This design comes from an exercise in tuning for small area, a short achievable clock period and few clock cycles per item on the open sky130 flow, not from production work. RTL that was checked went through simulation tests only; none was proved equivalent to the original. Power and IR drop assume default switching activity.

// apb4_sram_slave
module apb4_sram_slave
#(
  parameter int ADDR_W      = apb4_sram_pkg::DEF_ADDR_W,
  parameter int DATA_W      = apb4_sram_pkg::DEF_DATA_W,
  parameter int DEPTH       = apb4_sram_pkg::DEF_DEPTH,
  parameter int WAIT_CYCLES = 0
) (
  input  logic                pclk,
  input  logic                presetn,
  input  logic                psel,
  input  logic                penable,
  input  logic                pwrite,
  input  logic [ADDR_W-1:0]   paddr,
  input  logic [DATA_W-1:0]   pwdata,
  input  logic [DATA_W/8-1:0] pstrb,
  output logic [DATA_W-1:0]   prdata,
  output logic                pready,
  output logic                pslverr
);
Size in the first run: ~3,900 cells after synthesis, roughly 2,100 flip-flops, roughly 110 I/O pins.
==> module apb4_sram_slave, before the edit <==
module apb4_sram_slave
#(
  parameter int ADDR_W      = apb4_sram_pkg::DEF_ADDR_W,
  parameter int DATA_W      = apb4_sram_pkg::DEF_DATA_W,
  parameter int DEPTH       = apb4_sram_pkg::DEF_DEPTH,
  parameter int WAIT_CYCLES = 0
) (
  input  logic                pclk,
  input  logic                presetn,
  input  logic                psel,
  input  logic                penable,
  input  logic                pwrite,
  input  logic [ADDR_W-1:0]   paddr,
  input  logic [DATA_W-1:0]   pwdata,
  input  logic [DATA_W/8-1:0] pstrb,
  output logic [DATA_W-1:0]   prdata,
  output logic                pready,
  output logic                pslverr
);
  localparam int BYTES  = DATA_W / 8;
  localparam int OFF_W  = $clog2(BYTES);
  localparam int MEM_AW = (DEPTH > 1) ? $clog2(DEPTH) : 1;
  logic              pready_r;
  logic              pslverr_r;
  logic [DATA_W-1:0] prdata_r;
  logic [ADDR_W-1:0] word_idx_s;
  logic              err_s;
  logic              setup_s;
  logic [BYTES-1:0]  be_s;
  logic [DATA_W-1:0] mem_rdata_s;
  always_comb begin
    word_idx_s = paddr >> OFF_W;
    err_s      = ((paddr & ADDR_W'(BYTES - 1)) != {ADDR_W{1'b0}}) ||
                 (word_idx_s >= ADDR_W'(DEPTH));
  end
  always_comb begin
    be_s = pstrb;
  end
  assign setup_s = psel && !penable && !pready_r;
  always_ff @(posedge pclk or negedge presetn) begin
    if (!presetn) begin
      pready_r  <= 1'b0;
      pslverr_r <= 1'b0;
    end else begin
      pready_r  <= setup_s;
      pslverr_r <= setup_s && err_s;
    end
  end
  always_ff @(posedge pclk) begin
    prdata_r <= mem_rdata_s;
  end
  apb4_sram_mem #(
    .DATA_W (DATA_W),
    .DEPTH  (DEPTH),
    .AW     (MEM_AW)
  ) u_mem (
    .clk    (pclk),
    .rst_n  (presetn),
    .addr   (word_idx_s[MEM_AW-1:0]),
    .wstart (setup_s && pwrite && !err_s),
    .be     (be_s),
    .wdata  (pwdata),
    .re     (!err_s),
    .rdata  (mem_rdata_s)
  );
  assign prdata  = prdata_r;
  assign pready  = pready_r;
  assign pslverr = pslverr_r;
endmodule
Settings: LEC_CHECK=0, CAP_MARGIN=20, CORE_MARGIN=2, CORE_UTILIZATION=70, CTS_CLUSTER_DIAMETER=100, CTS_CLUSTER_SIZE=30, PLACE_DENSITY=0.78, SETUP_SLACK_MARGIN=1.5, SLEW_MARGIN=20, SYNTH_HIERARCHICAL=1, SYNTH_MINIMUM_KEEP_SIZE=0; clock period 3.3 ns.
run.sh (not shown) runs the stock make flow with config.mk's settings and CLKGATE_MAP_FILE= SYNTH_SCRIPT=/design/flow/synth_recipe.tcl, a recipe that flattens the netlist after the stock synthesis.
Change:
--- a/flow/design.v
+++ b/flow/design.v
@@ -165,11 +165,17 @@
   logic              setup_s;
   logic [BYTES-1:0]  be_s;
   logic [DATA_W-1:0] mem_rdata_s;
-  always_comb begin
-    word_idx_s = paddr >> OFF_W;
-    err_s      = ((paddr & ADDR_W'(BYTES - 1)) != {ADDR_W{1'b0}}) ||
-                 (word_idx_s >= ADDR_W'(DEPTH));
-  end
+  logic addr_ok_s;
+  assign word_idx_s = paddr >> OFF_W;
+  apb4_sram_addr_ok #(
+    .ADDR_W (ADDR_W),
+    .OFF_W  (OFF_W),
+    .IDX_W  (MEM_AW)
+  ) u_addr_ok (
+    .addr (paddr),
+    .ok   (addr_ok_s)
+  );
+  assign err_s = !addr_ok_s;
   always_comb begin
     be_s = pstrb;
   end
@@ -204,3 +210,14 @@
   assign pready  = pready_r;
   assign pslverr = pslverr_r;
 endmodule
+module apb4_sram_addr_ok
+#(
+  parameter int ADDR_W = 32,
+  parameter int OFF_W  = 2,
+  parameter int IDX_W  = 6
+) (
+  input  logic [ADDR_W-1:0] addr,
+  output logic              ok
+);
+  assign ok = (addr[OFF_W-1:0] == '0) && (addr[ADDR_W-1:OFF_W+IDX_W] == '0);
+endmodule
Outcome:
- The changed run reached the layout checks and failed them: antenna rules
- clock skew came out higher by 0.014 ns
- die area barely changes
- cell count falls slightly
- global-route usage is about the same
- total power stays flat
- final area shrinks slightly
- first-iteration DRC count fell by a few percent
- maximum frequency came out higher by a few percent
Function was not checked in any run of this note: the RTL went through the layout flow alone.


Setup of JK:
apb4_sram_slave, a different RTL version from the one above (not shown whole).
Size: about 4000 cells after synthesis, ~2100 flip-flops, about 110 I/O pins, about 76000 um^2 of cells after synthesis.
Design apb4_sram_slave, start of the top module:
module apb4_sram_slave
#(
  parameter int ADDR_W      = apb4_sram_pkg::DEF_ADDR_W,
  parameter int DATA_W      = apb4_sram_pkg::DEF_DATA_W,
  parameter int DEPTH       = apb4_sram_pkg::DEF_DEPTH,
  parameter int WAIT_CYCLES = 0
) (
  input  logic                pclk,
  input  logic                presetn,
  input  logic                psel,
  input  logic                penable,
  input  logic                pwrite,
  input  logic [ADDR_W-1:0]   paddr,
  input  logic [DATA_W-1:0]   pwdata,
  input  logic [DATA_W/8-1:0] pstrb,
  output logic [DATA_W-1:0]   prdata,
  output logic                pready,
  output logic                pslverr
);
==> module apb4_sram_mem, before the edit <==
module apb4_sram_mem
#(
  parameter int DATA_W = apb4_sram_pkg::DEF_DATA_W,
  parameter int DEPTH  = apb4_sram_pkg::DEF_DEPTH,
  parameter int AW     = 6
) (
  input  logic                clk,
  input  logic                rst_n,
  input  logic [AW-1:0]       addr,
  input  logic                wstart,
  input  logic [DATA_W/8-1:0] be,
  input  logic [DATA_W-1:0]   wdata,
  input  logic [DATA_W/8-1:0] re,
  output logic [DATA_W-1:0]   rdata
);
  localparam int BYTES = DATA_W / 8;
  localparam int GRP   = 8;
  localparam int NGRP  = DEPTH / GRP;
  logic [DEPTH-1:0][DATA_W-1:0] mem_r;
  logic [GRP-1:0]  sel_lo;
  logic [NGRP-1:0] sel_hi;
  always_comb begin
    for (int i = 0; i < GRP; i++) begin
      sel_lo[i] = (addr[2:0] == 3'(i));
    end
    for (int i = 0; i < NGRP; i++) begin
      sel_hi[i] = (addr[AW-1:3] == (AW-3)'(i));
    end
  end
  logic [GRP-1:0]  wsel_lo_r;
  logic [NGRP-1:0] wsel_hi_r;
  always_ff @(posedge clk or negedge rst_n) begin
    if (!rst_n) begin
      wsel_hi_r <= {NGRP{1'b0}};
    end else begin
      wsel_hi_r <= wstart ? sel_hi : {NGRP{1'b0}};
    end
  end
  always_ff @(posedge clk) begin
    wsel_lo_r <= sel_lo;
  end
  logic [DEPTH-1:0][BYTES-1:0] wen;
  for (genvar w = 0; w < DEPTH; w++) begin : g_wen
    for (genvar b = 0; b < BYTES; b++) begin : g_byte
      apb4_sram_and3 u_wen (
        .a (wsel_hi_r[w / GRP]),
        .b (wsel_lo_r[w % GRP]),
        .c (be[b]),
        .y (wen[w][b])
      );
    end
  end
  always_ff @(posedge clk) begin
    for (int w = 0; w < DEPTH; w++) begin
      for (int b = 0; b < BYTES; b++) begin
        if (wen[w][b]) begin
          mem_r[w][b*8 +: 8] <= wdata[b*8 +: 8];
        end
      end
    end
  end
  for (genvar n = 0; n < DATA_W/4; n++) begin : g_rnib
    logic [GRP-1:0]  rsel_lo;
    logic [NGRP-1:0] rsel_hi;
    apb4_sram_rdec u_dec (.addr (addr), .re (re[n/2]), .lo (rsel_lo), .hi (rsel_hi));
    for (genvar i = 0; i < 4; i++) begin : g_rbit
      localparam int B = n*4 + i;
      logic [NGRP-1:0] grp;
      for (genvar g = 0; g < NGRP; g++) begin : g_grp
        logic [GRP-1:0] col;
        for (genvar k = 0; k < GRP; k++) begin : g_col
          assign col[k] = mem_r[g*GRP + k][B];
        end
        apb4_sram_andor8 u_lo (.a (col), .s (rsel_lo), .y (grp[g]));
      end
      apb4_sram_andor8 u_hi (.a (grp), .s (rsel_hi), .y (rdata[B]));
    end
  end
endmodule
==> module apb4_sram_rdec, before the edit <==
module apb4_sram_rdec (
  input  logic [5:0] addr,
  input  logic       re,
  output logic [7:0] lo,
  output logic [7:0] hi
);
  always_comb begin
    for (int i = 0; i < 8; i++) begin
      lo[i] = (addr[2:0] == 3'(i));
      hi[i] = re && (addr[5:3] == 3'(i));
    end
  end
endmodule
==> module apb4_sram_slave, before the edit <==
module apb4_sram_slave
#(
  parameter int ADDR_W      = apb4_sram_pkg::DEF_ADDR_W,
  parameter int DATA_W      = apb4_sram_pkg::DEF_DATA_W,
  parameter int DEPTH       = apb4_sram_pkg::DEF_DEPTH,
  parameter int WAIT_CYCLES = 0
) (
  input  logic                pclk,
  input  logic                presetn,
  input  logic                psel,
  input  logic                penable,
  input  logic                pwrite,
  input  logic [ADDR_W-1:0]   paddr,
  input  logic [DATA_W-1:0]   pwdata,
  input  logic [DATA_W/8-1:0] pstrb,
  output logic [DATA_W-1:0]   prdata,
  output logic                pready,
  output logic                pslverr
);
  localparam int BYTES  = DATA_W / 8;
  localparam int OFF_W  = $clog2(BYTES);
  localparam int MEM_AW = (DEPTH > 1) ? $clog2(DEPTH) : 1;
  logic              pready_r;
  logic              pslverr_r;
  logic [DATA_W-1:0] prdata_r;
  logic [ADDR_W-1:0] word_idx_s;
  logic              err_s;
  logic              setup_s;
  logic [BYTES-1:0]  be_s;
  logic [DATA_W-1:0] mem_rdata_s;
  logic addr_ok_s;
  assign word_idx_s = paddr >> OFF_W;
  apb4_sram_addr_ok #(
    .ADDR_W (ADDR_W),
    .OFF_W  (OFF_W),
    .IDX_W  (MEM_AW)
  ) u_addr_ok (
    .addr (paddr),
    .ok   (addr_ok_s)
  );
  assign err_s = !addr_ok_s;
  logic [BYTES-1:0] lane_ok_s;
  for (genvar l = 0; l < BYTES; l++) begin : g_lane_ok
    apb4_sram_addr_ok #(
      .ADDR_W (ADDR_W),
      .OFF_W  (OFF_W),
      .IDX_W  (MEM_AW)
    ) u_addr_ok (
      .addr (paddr),
      .ok   (lane_ok_s[l])
    );
  end
  always_comb begin
    be_s = pstrb;
  end
  assign setup_s = psel && !penable && !pready_r;
  always_ff @(posedge pclk or negedge presetn) begin
    if (!presetn) begin
      pready_r  <= 1'b0;
      pslverr_r <= 1'b0;
    end else begin
      pready_r  <= setup_s;
      pslverr_r <= setup_s && err_s;
    end
  end
  always_ff @(posedge pclk) begin
    prdata_r <= mem_rdata_s;
  end
  apb4_sram_mem #(
    .DATA_W (DATA_W),
    .DEPTH  (DEPTH),
    .AW     (MEM_AW)
  ) u_mem (
    .clk    (pclk),
    .rst_n  (presetn),
    .addr   (word_idx_s[MEM_AW-1:0]),
    .wstart (setup_s && pwrite && !err_s),
    .be     (be_s),
    .wdata  (pwdata),
    .re     (lane_ok_s),
    .rdata  (mem_rdata_s)
  );
  assign prdata  = prdata_r;
  assign pready  = pready_r;
  assign pslverr = pslverr_r;
endmodule
Settings: LEC_CHECK=0, CAP_MARGIN=20, CORE_MARGIN=2, CORE_UTILIZATION=70, CTS_CLUSTER_DIAMETER=100, CTS_CLUSTER_SIZE=30, PLACE_DENSITY=0.78, SETUP_SLACK_MARGIN=1.65, SLEW_MARGIN=20, SYNTH_HIERARCHICAL=1, SYNTH_MINIMUM_KEEP_SIZE=0; clock period 3.3 ns.
The inputs of MS differ from those of JK as listed below.
-- flow/design.v --
<<< JK, line 34
  input  logic [DATA_W/8-1:0] be,
  input  logic [DATA_W-1:0]   wdata,
  input  logic [DATA_W/8-1:0] re,
  output logic [DATA_W-1:0]   rdata
);
>>> MS, line 34
  input  logic [DATA_W/8-1:0] be,
  input  logic [DATA_W-1:0]   wdata,
  input  logic                re,
  output logic [DATA_W-1:0]   rdata
);
<<< JK, line 83
    end
  end
  for (genvar n = 0; n < DATA_W/4; n++) begin : g_rnib
    logic [GRP-1:0]  rsel_lo;
    logic [NGRP-1:0] rsel_hi;
    apb4_sram_rdec u_dec (.addr (addr), .re (re[n/2]), .lo (rsel_lo), .hi (rsel_hi));
    for (genvar i = 0; i < 4; i++) begin : g_rbit
      localparam int B = n*4 + i;
      logic [NGRP-1:0] grp;
      for (genvar g = 0; g < NGRP; g++) begin : g_grp
>>> MS, line 83
    end
  end
  for (genvar l = 0; l < BYTES; l++) begin : g_rlane
    logic [GRP-1:0]  rsel_lo;
    logic [NGRP-1:0] rsel_hi;
    apb4_sram_rdec u_dec (.addr (addr), .lo (rsel_lo), .hi (rsel_hi));
    for (genvar i = 0; i < 8; i++) begin : g_rbit
      localparam int B = l*8 + i;
      logic [NGRP-1:0] grp;
      for (genvar g = 0; g < NGRP; g++) begin : g_grp
<<< JK, line 97
        apb4_sram_andor8 u_lo (.a (col), .s (rsel_lo), .y (grp[g]));
      end
      apb4_sram_andor8 u_hi (.a (grp), .s (rsel_hi), .y (rdata[B]));
    end
  end
>>> MS, line 97
        apb4_sram_andor8 u_lo (.a (col), .s (rsel_lo), .y (grp[g]));
      end
      apb4_sram_andor8_kill u_hi (.a (grp), .s (rsel_hi), .kill (!re), .y (rdata[B]));
    end
  end
<<< JK, line 107
);
  assign y = |(a & s);
endmodule
module apb4_sram_and3 (
>>> MS, line 107
);
  assign y = |(a & s);
endmodule
module apb4_sram_andor8_kill (
  input  logic [7:0] a,
  input  logic [7:0] s,
  input  logic       kill,
  output logic       y
);
  assign y = !kill && (|(a & s));
endmodule
module apb4_sram_and3 (
<<< JK, line 118
module apb4_sram_rdec (
  input  logic [5:0] addr,
  input  logic       re,
  output logic [7:0] lo,
  output logic [7:0] hi
>>> MS, line 126
module apb4_sram_rdec (
  input  logic [5:0] addr,
  output logic [7:0] lo,
  output logic [7:0] hi
<<< JK, line 125
    for (int i = 0; i < 8; i++) begin
      lo[i] = (addr[2:0] == 3'(i));
      hi[i] = re && (addr[5:3] == 3'(i));
    end
  end
>>> MS, line 132
    for (int i = 0; i < 8; i++) begin
      lo[i] = (addr[2:0] == 3'(i));
      hi[i] = (addr[5:3] == 3'(i));
    end
  end
<<< JK, line 170
  );
  assign err_s = !addr_ok_s;
  logic [BYTES-1:0] lane_ok_s;
  for (genvar l = 0; l < BYTES; l++) begin : g_lane_ok
    apb4_sram_addr_ok #(
      .ADDR_W (ADDR_W),
      .OFF_W  (OFF_W),
      .IDX_W  (MEM_AW)
    ) u_addr_ok (
      .addr (paddr),
      .ok   (lane_ok_s[l])
    );
  end
  always_comb begin
    be_s = pstrb;
>>> MS, line 177
  );
  assign err_s = !addr_ok_s;
  always_comb begin
    be_s = pstrb;
<<< JK, line 208
    .be     (be_s),
    .wdata  (pwdata),
    .re     (lane_ok_s),
    .rdata  (mem_rdata_s)
  );
>>> MS, line 204
    .be     (be_s),
    .wdata  (pwdata),
    .re     (!err_s),
    .rdata  (mem_rdata_s)
  );
==> summary.txt <==
Relative to JK, number of placed cells counting well taps has gone down in MS. Setup slack in MS is 220 ps higher than in JK. Comparing MS with JK, the share of cell area taken by multi-input logic gates came out essentially unchanged. Looking at worst-margin pin slew, MS sits below JK. MS: effective utilization at floorplan is 0.17 points higher than what JK reported. JK → MS: largest incremental delay on the critical path has decreased; row count fell about 0.8%; cell area went up by about 3%; die extent in x saw a decrease; total design power has increased. [compare] base=JK new=MS: highest fanout seen on the critical path higher; overall fraction of global-route tracks in use went up 1.3 points; sequential share of power decreased by 1.0 points relative to the old numbers.
No functional check of the RTL was part of any run of this note.


The RTL this note starts from:
==> flow/design.v <==
package apb4_sram_pkg;
  typedef enum logic [1:0] {
    ST_IDLE   = 2'd0,
    ST_SETUP  = 2'd1,
    ST_WAIT   = 2'd2,
    ST_ACCESS = 2'd3
  } apb_state_e;
  localparam int DEF_ADDR_W      = 32;
  localparam int DEF_DATA_W      = 32;
  localparam int DEF_DEPTH       = 64;
  localparam int DEF_WAIT_CYCLES = 2;
  localparam int WAIT_CYCLES_MAX = 15;
  localparam int CNT_W           = 4;
  function automatic logic [CNT_W-1:0] wait_load(input int cycles);
    if (cycles > WAIT_CYCLES_MAX) begin
      wait_load = CNT_W'(WAIT_CYCLES_MAX);
    end else if (cycles < 0) begin
      wait_load = {CNT_W{1'b0}};
    end else begin
      wait_load = CNT_W'(cycles);
    end
  endfunction
endpackage
module apb4_sram_mem
#(
  parameter int DATA_W = apb4_sram_pkg::DEF_DATA_W,
  parameter int DEPTH  = apb4_sram_pkg::DEF_DEPTH,
  parameter int AW     = 6
) (
  input  logic                clk,
  input  logic                we,
  input  logic [DATA_W/8-1:0] be,
  input  logic [AW-1:0]       waddr,
  input  logic [DATA_W-1:0]   wdata,
  input  logic [AW-1:0]       raddr,
  input  logic                re,
  output logic [DATA_W-1:0]   rdata
);
  localparam int GRP  = 8;
  localparam int NGRP = DEPTH / GRP;
  logic [DATA_W-1:0] mem_r [DEPTH];
  always_ff @(posedge clk) begin
    if (we) begin
      for (int b = 0; b < DATA_W/8; b++) begin
        if (be[b]) begin
          mem_r[waddr][b*8 +: 8] <= wdata[b*8 +: 8];
        end
      end
    end
  end
  logic [GRP-1:0]  rsel_lo;
  logic [NGRP-1:0] rsel_hi;
  always_comb begin
    for (int i = 0; i < GRP; i++) begin
      rsel_lo[i] = (raddr[2:0] == 3'(i));
    end
    for (int i = 0; i < NGRP; i++) begin
      rsel_hi[i] = re && (raddr[AW-1:3] == (AW-3)'(i));
    end
  end
  for (genvar b = 0; b < DATA_W; b++) begin : g_rbit
    logic [NGRP-1:0] grp;
    for (genvar g = 0; g < NGRP; g++) begin : g_grp
      logic [GRP-1:0] col;
      for (genvar k = 0; k < GRP; k++) begin : g_col
        assign col[k] = mem_r[g*GRP + k][b];
      end
      apb4_sram_andor8 u_lo (.a (col), .s (rsel_lo), .y (grp[g]));
    end
    apb4_sram_andor8 u_hi (.a (grp), .s (rsel_hi), .y (rdata[b]));
  end
endmodule
module apb4_sram_andor8 (
  input  logic [7:0] a,
  input  logic [7:0] s,
  output logic       y
);
  assign y = |(a & s);
endmodule
module apb4_sram_slave
#(
  parameter int ADDR_W      = apb4_sram_pkg::DEF_ADDR_W,
  parameter int DATA_W      = apb4_sram_pkg::DEF_DATA_W,
  parameter int DEPTH       = apb4_sram_pkg::DEF_DEPTH,
  parameter int WAIT_CYCLES = 0
) (
  input  logic                pclk,
  input  logic                presetn,
  input  logic                psel,
  input  logic                penable,
  input  logic                pwrite,
  input  logic [ADDR_W-1:0]   paddr,
  input  logic [DATA_W-1:0]   pwdata,
  input  logic [DATA_W/8-1:0] pstrb,
  output logic [DATA_W-1:0]   prdata,
  output logic                pready,
  output logic                pslverr
);
  localparam int BYTES  = DATA_W / 8;
  localparam int OFF_W  = $clog2(BYTES);
  localparam int MEM_AW = (DEPTH > 1) ? $clog2(DEPTH) : 1;
  logic [MEM_AW-1:0] addr_r;
  logic              wen_r;
  logic              pready_r;
  logic              pslverr_r;
  logic [DATA_W-1:0] prdata_r;
  logic [ADDR_W-1:0] word_idx_s;
  logic              err_s;
  logic              setup_s;
  logic [BYTES-1:0]  be_s;
  logic [DATA_W-1:0] mem_rdata_s;
  always_comb begin
    word_idx_s = paddr >> OFF_W;
    err_s      = ((paddr & ADDR_W'(BYTES - 1)) != {ADDR_W{1'b0}}) ||
                 (word_idx_s >= ADDR_W'(DEPTH));
  end
  always_comb begin
    be_s = pstrb;
  end
  assign setup_s = psel && !penable && !pready_r;
  always_ff @(posedge pclk or negedge presetn) begin
    if (!presetn) begin
      pready_r  <= 1'b0;
      pslverr_r <= 1'b0;
      wen_r     <= 1'b0;
    end else begin
      pready_r  <= setup_s;
      pslverr_r <= setup_s && err_s;
      wen_r     <= setup_s && pwrite && !err_s;
    end
  end
  always_ff @(posedge pclk) begin
    prdata_r <= mem_rdata_s;
    addr_r   <= word_idx_s[MEM_AW-1:0];
  end
  apb4_sram_mem #(
    .DATA_W (DATA_W),
    .DEPTH  (DEPTH),
    .AW     (MEM_AW)
  ) u_mem (
    .clk    (pclk),
    .we     (wen_r),
    .be     (be_s),
    .waddr  (addr_r),
    .wdata  (pwdata),
    .raddr  (word_idx_s[MEM_AW-1:0]),
    .re     (!err_s),
    .rdata  (mem_rdata_s)
  );
  assign prdata  = prdata_r;
  assign pready  = pready_r;
  assign pslverr = pslverr_r;
endmodule
make LEC_CHECK=0 CAP_MARGIN=20 CORE_MARGIN=2 CORE_UTILIZATION=60 CTS_CLUSTER_DIAMETER=100 CTS_CLUSTER_SIZE=30 SETUP_SLACK_MARGIN=1.5 SLEW_MARGIN=20 SYNTH_HIERARCHICAL=1 SYNTH_MINIMUM_KEEP_SIZE=0 finish   # period 3.3 ns
Testbench counts at the start, summed over its fixed seeds: cycles 80,000, transfers 40,000.
Edit:
--- a/flow/design.v
+++ b/flow/design.v
@@ -45,40 +45,51 @@
         if (be[b]) begin
           mem_r[waddr][b*8 +: 8] <= wdata[b*8 +: 8];
         end
       end
     end
   end
-  logic [GRP-1:0]  rsel_lo;
-  logic [NGRP-1:0] rsel_hi;
+  logic [GRP-1:0]   rsel_lo;
+  logic [NGRP-1:0]  rsel_hi;
+  logic [DEPTH-1:0] rsel;
   always_comb begin
     for (int i = 0; i < GRP; i++) begin
       rsel_lo[i] = (raddr[2:0] == 3'(i));
     end
     for (int i = 0; i < NGRP; i++) begin
-      rsel_hi[i] = re && (raddr[AW-1:3] == (AW-3)'(i));
+      rsel_hi[i] = (raddr[AW-1:3] == (AW-3)'(i));
+    end
+    for (int w = 0; w < DEPTH; w++) begin
+      rsel[w] = rsel_hi[w / GRP] && rsel_lo[w % GRP];
     end
   end
   for (genvar b = 0; b < DATA_W; b++) begin : g_rbit
     logic [NGRP-1:0] grp;
     for (genvar g = 0; g < NGRP; g++) begin : g_grp
       logic [GRP-1:0] col;
       for (genvar k = 0; k < GRP; k++) begin : g_col
         assign col[k] = mem_r[g*GRP + k][b];
       end
-      apb4_sram_andor8 u_lo (.a (col), .s (rsel_lo), .y (grp[g]));
+      apb4_sram_andor8 u_sel (.a (col), .s (rsel[g*GRP +: GRP]), .y (grp[g]));
     end
-    apb4_sram_andor8 u_hi (.a (grp), .s (rsel_hi), .y (rdata[b]));
+    apb4_sram_or8_and u_or (.a (grp), .en (re), .y (rdata[b]));
   end
 endmodule
 module apb4_sram_andor8 (
   input  logic [7:0] a,
   input  logic [7:0] s,
   output logic       y
 );
   assign y = |(a & s);
+endmodule
+module apb4_sram_or8_and (
+  input  logic [7:0] a,
+  input  logic       en,
+  output logic       y
+);
+  assign y = en && (|a);
 endmodule
 module apb4_sram_slave
 #(
   parameter int ADDR_W      = apb4_sram_pkg::DEF_ADDR_W,
   parameter int DATA_W      = apb4_sram_pkg::DEF_DATA_W,
   parameter int DEPTH       = apb4_sram_pkg::DEF_DEPTH,
Result: Clock-buffer cell count goes down by 3; worst setup slack gets worse by 460 ps; sequential power hardly moves; power shrinks by 0.87%; wire length increases by 3.6%; non-clock buffer count rises by 258; clock power barely changes; hold slack gets worse by 16 ps; final area rose by 3.9%; global-route usage went up by 0.86 points.
Only the layout flow was run in the second run of this note; the RTL was not checked for function there.

## separate check: timing with driven ports
Ports are ideal in the flow. The routed layouts listed here were re-timed in OpenROAD.
Step 1 assumes that a clkbuf_16 drives the clock port and a buf_2 every other input.
Step 2 also shifts input and output timing later by t, the mid clock arrival at the registers, as if the neighbouring blocks saw the same clock.
Slacks: ideal ports / drivers / drivers and shift; pairs: ideal ports / drivers.
run	t, ns	setup WS [ns]	worst hold slack (ns)	worst setup path at the end	clock arrival spread, ns
the first run of note 1	0.790	1.275 / 1.284 / 0.495	0.266 / 0.215 / 0.654	input to register	0.033 / 0.033
the second run of note 1	0.776	1.348 / 1.319 / 0.598	0.286 / 0.240 / 0.631	input to register	0.046 / 0.046
JK	0.775	0.939 / 0.979 / 0.204	0.179 / 0.128 / 0.531	input to register	0.032 / 0.032
MS	0.783	1.163 / 1.185 / 0.402	0.191 / 0.135 / 0.536	input to register	0.028 / 0.028
the first run of note 3	0.782	1.306 / 1.306 / 0.570	0.132 / 0.083 / 0.478	input to register	0.032 / 0.032
the second run of note 3	0.795	0.845 / 0.892 / 0.097	0.115 / 0.058 / 0.586	input to register	0.036 / 0.036
The setup slack of the first run of note 1, which loses most, moves by +0.009 ns with the drivers and by -0.780 ns with both steps.
